Source: an optimization exercise on an open RTL-to-GDS flow (aim: small area). Production flows keep margins and buffers that such runs may drop. Only simulation tests tie the RTL to the original design; equivalence was not proved. Power figures rest on the tool's default switching activity, not on a simulated workload.

Setup of old:
==> flow/design.v <==
module gshare_btb_predictor #(
   parameter int HIST_LEN     = 5,
   parameter int BTB_IDX_BITS = 5
) (
   input  logic                clk,
   input  logic                reset,
   input  logic [31:0]         fetch_pc,
   input  logic                fetch_advance,
   output logic                pred_taken,
   output logic [31:0]         pred_next_pc,
   output logic [HIST_LEN-1:0] pred_hist,
   input  logic                upd_valid,
   input  logic [31:0]         upd_pc,
   input  logic                upd_is_branch,
   input  logic                upd_is_jump,
   input  logic                upd_taken,
   input  logic [31:0]         upd_target,
   input  logic [HIST_LEN-1:0] upd_hist,
   input  logic                upd_mispredict,
   output logic [31:0]         mispredict_cnt
);
   localparam int N  = 32;
   localparam int DW = 58;             
   logic ph;
   always_ff @(posedge clk) ph <= ~reset & ~ph;
   logic [DW-1:0] bx  [N];             
   logic [N-1:0]  bv;                  
   logic [1:0]    px  [N];             
   logic [4:0]    ghr;
   logic [N-1:0] f_sel, fp_sel, u_sel, up_sel;
   logic [4:0]   f_pidx, u_pidx;
   assign f_pidx = fetch_pc[6:2] ^ ghr;
   assign u_pidx = upd_pc[6:2] ^ upd_hist;
   always_comb begin
      for (int i = 0; i < N; i++) begin
         f_sel[i]  = (fetch_pc[6:2] == i[4:0]);
         fp_sel[i] = (f_pidx == i[4:0]);
         u_sel[i]  = (upd_pc[6:2] == i[4:0]);
         up_sel[i] = (u_pidx == i[4:0]);
      end
   end
   localparam int RW = DW + 2;
   logic [RW-1:0] f_col [N];
   logic [RW-1:0] f_sl  [N];
   always_comb begin
      for (int i = 0; i < N; i++) begin
         f_col[i] = {px[i][1], bv[i], bx[i]};
         f_sl[i]  = {fp_sel[i], {(DW+1){f_sel[i]}}};
      end
   end
   logic [RW-1:0] f_grp [11];
   for (genvar g = 0; g < 10; g++) begin : g_rd
      for (genvar j = 0; j < RW; j++) begin : g_bit
         gbp_aoi222 u_aoi (
            .a0(f_col[3*g][j]),   .s0(f_sl[3*g][j]),
            .a1(f_col[3*g+1][j]), .s1(f_sl[3*g+1][j]),
            .a2(f_col[3*g+2][j]), .s2(f_sl[3*g+2][j]),
            .y (f_grp[g][j]));
      end
   end
   assign f_grp[10] = ~((f_col[30] & f_sl[30]) | (f_col[31] & f_sl[31]));
   logic [DW-1:0] f_rx, f_rd;
   logic          f_v, f_pbx, f_pb;
   always_comb begin
      logic [RW-1:0] acc;
      acc = '1;
      for (int g = 0; g < 11; g++) acc = acc & f_grp[g];
      {f_pbx, f_v, f_rx} = ~acc;
   end
   assign f_rd = f_rx ^ {DW{ph}};
   assign f_pb = f_pbx ^ ph;
   logic        f_hit, f_jump;
   logic [31:0] f_tgt;
   assign f_jump = f_rd[57];
   assign f_tgt  = f_rd[56:25];
   assign f_hit  = f_v && (f_rx[24:0] == (fetch_pc[31:7] ^ {25{ph}}));
   assign pred_taken = f_hit && (f_jump || f_pb);
   logic [31:0] pc4;
   logic [31:2] pc_c;
   always_comb begin
      pc_c[2] = 1'b1;
      for (int i = 3; i < 32; i++) pc_c[i] = &(fetch_pc[31:2] | ~({30{1'b1}} >> (32 - i)));
      pc4 = {fetch_pc[31:2] ^ pc_c[31:2], fetch_pc[1:0]};
   end
   assign pred_next_pc = pred_taken ? f_tgt : pc4;
   assign pred_hist    = ghr;
   logic          u_btb_wr, u_pht_wr;
   logic [DW-1:0] b_wd;
   assign u_btb_wr = upd_valid && (upd_is_jump || (upd_is_branch && upd_taken));
   assign u_pht_wr = upd_valid && upd_is_branch;
   assign b_wd     = u_btb_wr ? ({upd_is_jump, upd_target, upd_pc[31:7]} ^ {DW{ph}})
                              : {DW{1'b1}};
   for (genvar i = 0; i < N; i++) begin : g_btb
      logic a, b;
      assign a = u_btb_wr & u_sel[i];
      assign b = ~u_sel[i];
      logic [DW-1:0] nx;
      for (genvar j = 0; j < DW; j++) begin : g_bit
         gbp_o22ai u_c (.x(bx[i][j]), .a(a), .b(b), .d(b_wd[j]), .y(nx[j]));
      end
      always_ff @(posedge clk) begin
         bx[i] <= nx;
         bv[i] <= ~reset & (bv[i] | a);
      end
   end
   logic [1:0] u_cx, u_c, u_n, p_wd;
   always_comb begin
      u_cx = '0;
      for (int i = 0; i < N; i++) u_cx = u_cx | (px[i] & {2{up_sel[i]}});
   end
   assign u_c = u_cx ^ {2{ph}};
   always_comb begin
      u_n = u_c;
      if (upd_taken && u_c != 2'b11) u_n = u_c + 2'b01;
      else if (!upd_taken && u_c != 2'b00) u_n = u_c - 2'b01;
   end
   assign p_wd = reset    ? 2'b10 :
                 u_pht_wr ? (u_n ^ {2{ph}}) : 2'b11;
   for (genvar i = 0; i < N; i++) begin : g_pht
      logic a, b;
      assign a = reset | (u_pht_wr & up_sel[i]);
      assign b = ~reset & ~up_sel[i];
      logic [1:0] nx;
      for (genvar j = 0; j < 2; j++) begin : g_bit
         gbp_o22ai u_c (.x(px[i][j]), .a(a), .b(b), .d(p_wd[j]), .y(nx[j]));
      end
      always_ff @(posedge clk)
         px[i] <= nx;
   end
   logic [4:0] ghr_next;
   always_comb begin
      ghr_next = ghr;
      if (upd_valid && upd_mispredict && upd_is_branch)
         ghr_next = {upd_hist[3:0], upd_taken};
      else if (upd_valid && upd_mispredict && upd_is_jump)
         ghr_next = upd_hist;
      else if (fetch_advance && f_hit && !f_jump)
         ghr_next = {ghr[3:0], pred_taken};
   end
   always_ff @(posedge clk) begin
      if (reset) ghr <= '0;
      else       ghr <= ghr_next;
   end
   logic        c_inc;
   logic [32:0] c_c;
   always_comb begin
      c_c[0] = 1'b1;
      for (int i = 1; i < 33; i++) c_c[i] = c_c[i-1] & mispredict_cnt[i-1];
   end
   assign c_inc = upd_valid && upd_mispredict && !c_c[32];
   always_ff @(posedge clk) begin
      if (reset) mispredict_cnt <= '0;
      else       mispredict_cnt <= mispredict_cnt ^ (c_c[31:0] & {32{c_inc}});
   end
   logic unused_ok;
   assign unused_ok = &{1'b0, fetch_pc[1:0], upd_pc[1:0]};
endmodule
module gbp_aoi222 (
   input  logic a0, s0, a1, s1, a2, s2,
   output logic y
);
   assign y = ~((a0 & s0) | (a1 & s1) | (a2 & s2));
endmodule
module gbp_o22ai (
   input  logic x, a, b, d,
   output logic y
);
   assign y = ~((x | a) & (b | d));
endmodule
Settings: LEC_CHECK=0, CAP_MARGIN=20, CORE_MARGIN=2, CORE_UTILIZATION=60, SETUP_SLACK_MARGIN=0.3, SLEW_MARGIN=20, SYNTH_HIERARCHICAL=1; clock period 8.0 ns.
standard.sh (not shown) runs the stock make flow with config.mk's settings and CLKGATE_MAP_FILE= SYNTH_SCRIPT=/design/flow/synth_recipe.tcl, a recipe that flattens the netlist after the stock synthesis.
==> flow/flow/run.sh <==
#!/bin/bash
# Layout flow: the standard synthesis and ORFS steps, with a leaner clock
# tree (no dummy loads) and smaller port buffers. Each step's output goes to a
# log file of its own in the work folder.
set -euo pipefail

# Standard synthesis, unchanged.
bash standard.sh synth > flow_synth.log 2>&1

# Port buffers: one per port as usual, but the smallest buffer cell.
export BUFFER_PORTS_ARGS="-buffer_cell sky130_fd_sc_hd__buf_1"
# Clock tree: ORFS's default call, without dummy loads.
export CTS_ARGS="-sink_clustering_enable -repair_clock_nets -dont_use_dummy_load -sink_clustering_size 25 -sink_clustering_max_diameter 100"

bash standard.sh floorplan > flow_floorplan.log 2>&1
bash standard.sh place > flow_place.log 2>&1
bash standard.sh cts > flow_cts.log 2>&1
bash standard.sh finish > flow_finish.log 2>&1
The following lists how new was set up differently from old:
-- flow/design.v --
<<< old, line 23
   localparam int DW = 58;             
   logic ph;
   always_ff @(posedge clk) ph <= ~reset & ~ph;
   logic [DW-1:0] bx  [N];             
   logic [N-1:0]  bv;                  
>>> new, line 23
   localparam int DW = 58;             
   logic ph;
   always_ff @(posedge clk) ph <= ~ph;
   logic [DW-1:0] bx  [N];             
   logic [N-1:0]  bv;                  
<<< old, line 115
      else if (!upd_taken && u_c != 2'b00) u_n = u_c - 2'b01;
   end
   assign p_wd = reset    ? 2'b10 :
                 u_pht_wr ? (u_n ^ {2{ph}}) : 2'b11;
   for (genvar i = 0; i < N; i++) begin : g_pht
>>> new, line 115
      else if (!upd_taken && u_c != 2'b00) u_n = u_c - 2'b01;
   end
   assign p_wd = reset    ? (2'b01 ^ {2{ph}}) :
                 u_pht_wr ? (u_n ^ {2{ph}}) : 2'b11;
   for (genvar i = 0; i < N; i++) begin : g_pht
## What came out
- new finished every step from synthesis to the final layout, and the layout passed the timing, DRC and antenna checks.
- Summary: with old as the reference, largest net degree at the start of global routing in new moved up by a few percent.
- new vs. old: overall fraction of global-route tracks in use went up 1.5 points, combinational cell fraction of total power decreased by 0.9 points relative to the old numbers, weighted congestion reported at the end of routability-driven placement went up, portion of the layout cell area used by clock cells stayed essentially flat.
- new against old: static leakage down about 0.7%; proportion of power drawn by flip-flops and latches up 0.6 points.
- When the final numbers for old and new were put side by side, the share of cell area taken by flip-flops and latches turned out to be smaller in new.
- Changes observed in new relative to old: synthesized-area fraction occupied by ao, oa, aoi and oai cells -0.35 points, area overhead of the layout relative to synthesis +0.93 points, total power -about 2%.
- The lower worst-case setup margin in the final layout came out of new.

## separate check: timing with driven ports
How much do the figures lean on ideal ports? The routed layouts below were timed once more, with nothing changed but the port constraints. Step 1 assumes that a clkbuf_16 drives the clock port and a buf_2 every other input. Step 2 moves the port delays by t, midway between the first and last clock arrival at a register: inputs arrive t later, outputs are due t later. That takes back most of the time a late clock gives input paths. Three values: ideal, step 1, step 2; two values: the first two.
| run | shift t [ns] | setup WS [ns] | worst register clock-pin slew, ns |
|---|---|---|---|
| old | 0.758 | 0.247 / 0.215 / 0.215 | 0.10 / 0.10 |
| new | 0.766 | 0.207 / 0.166 / 0.166 | 0.11 / 0.11 |
After both steps every run listed still meets setup and hold. The setup slack of new, which loses most, moves by -0.041 ns with the drivers and by -0.041 ns with both steps.
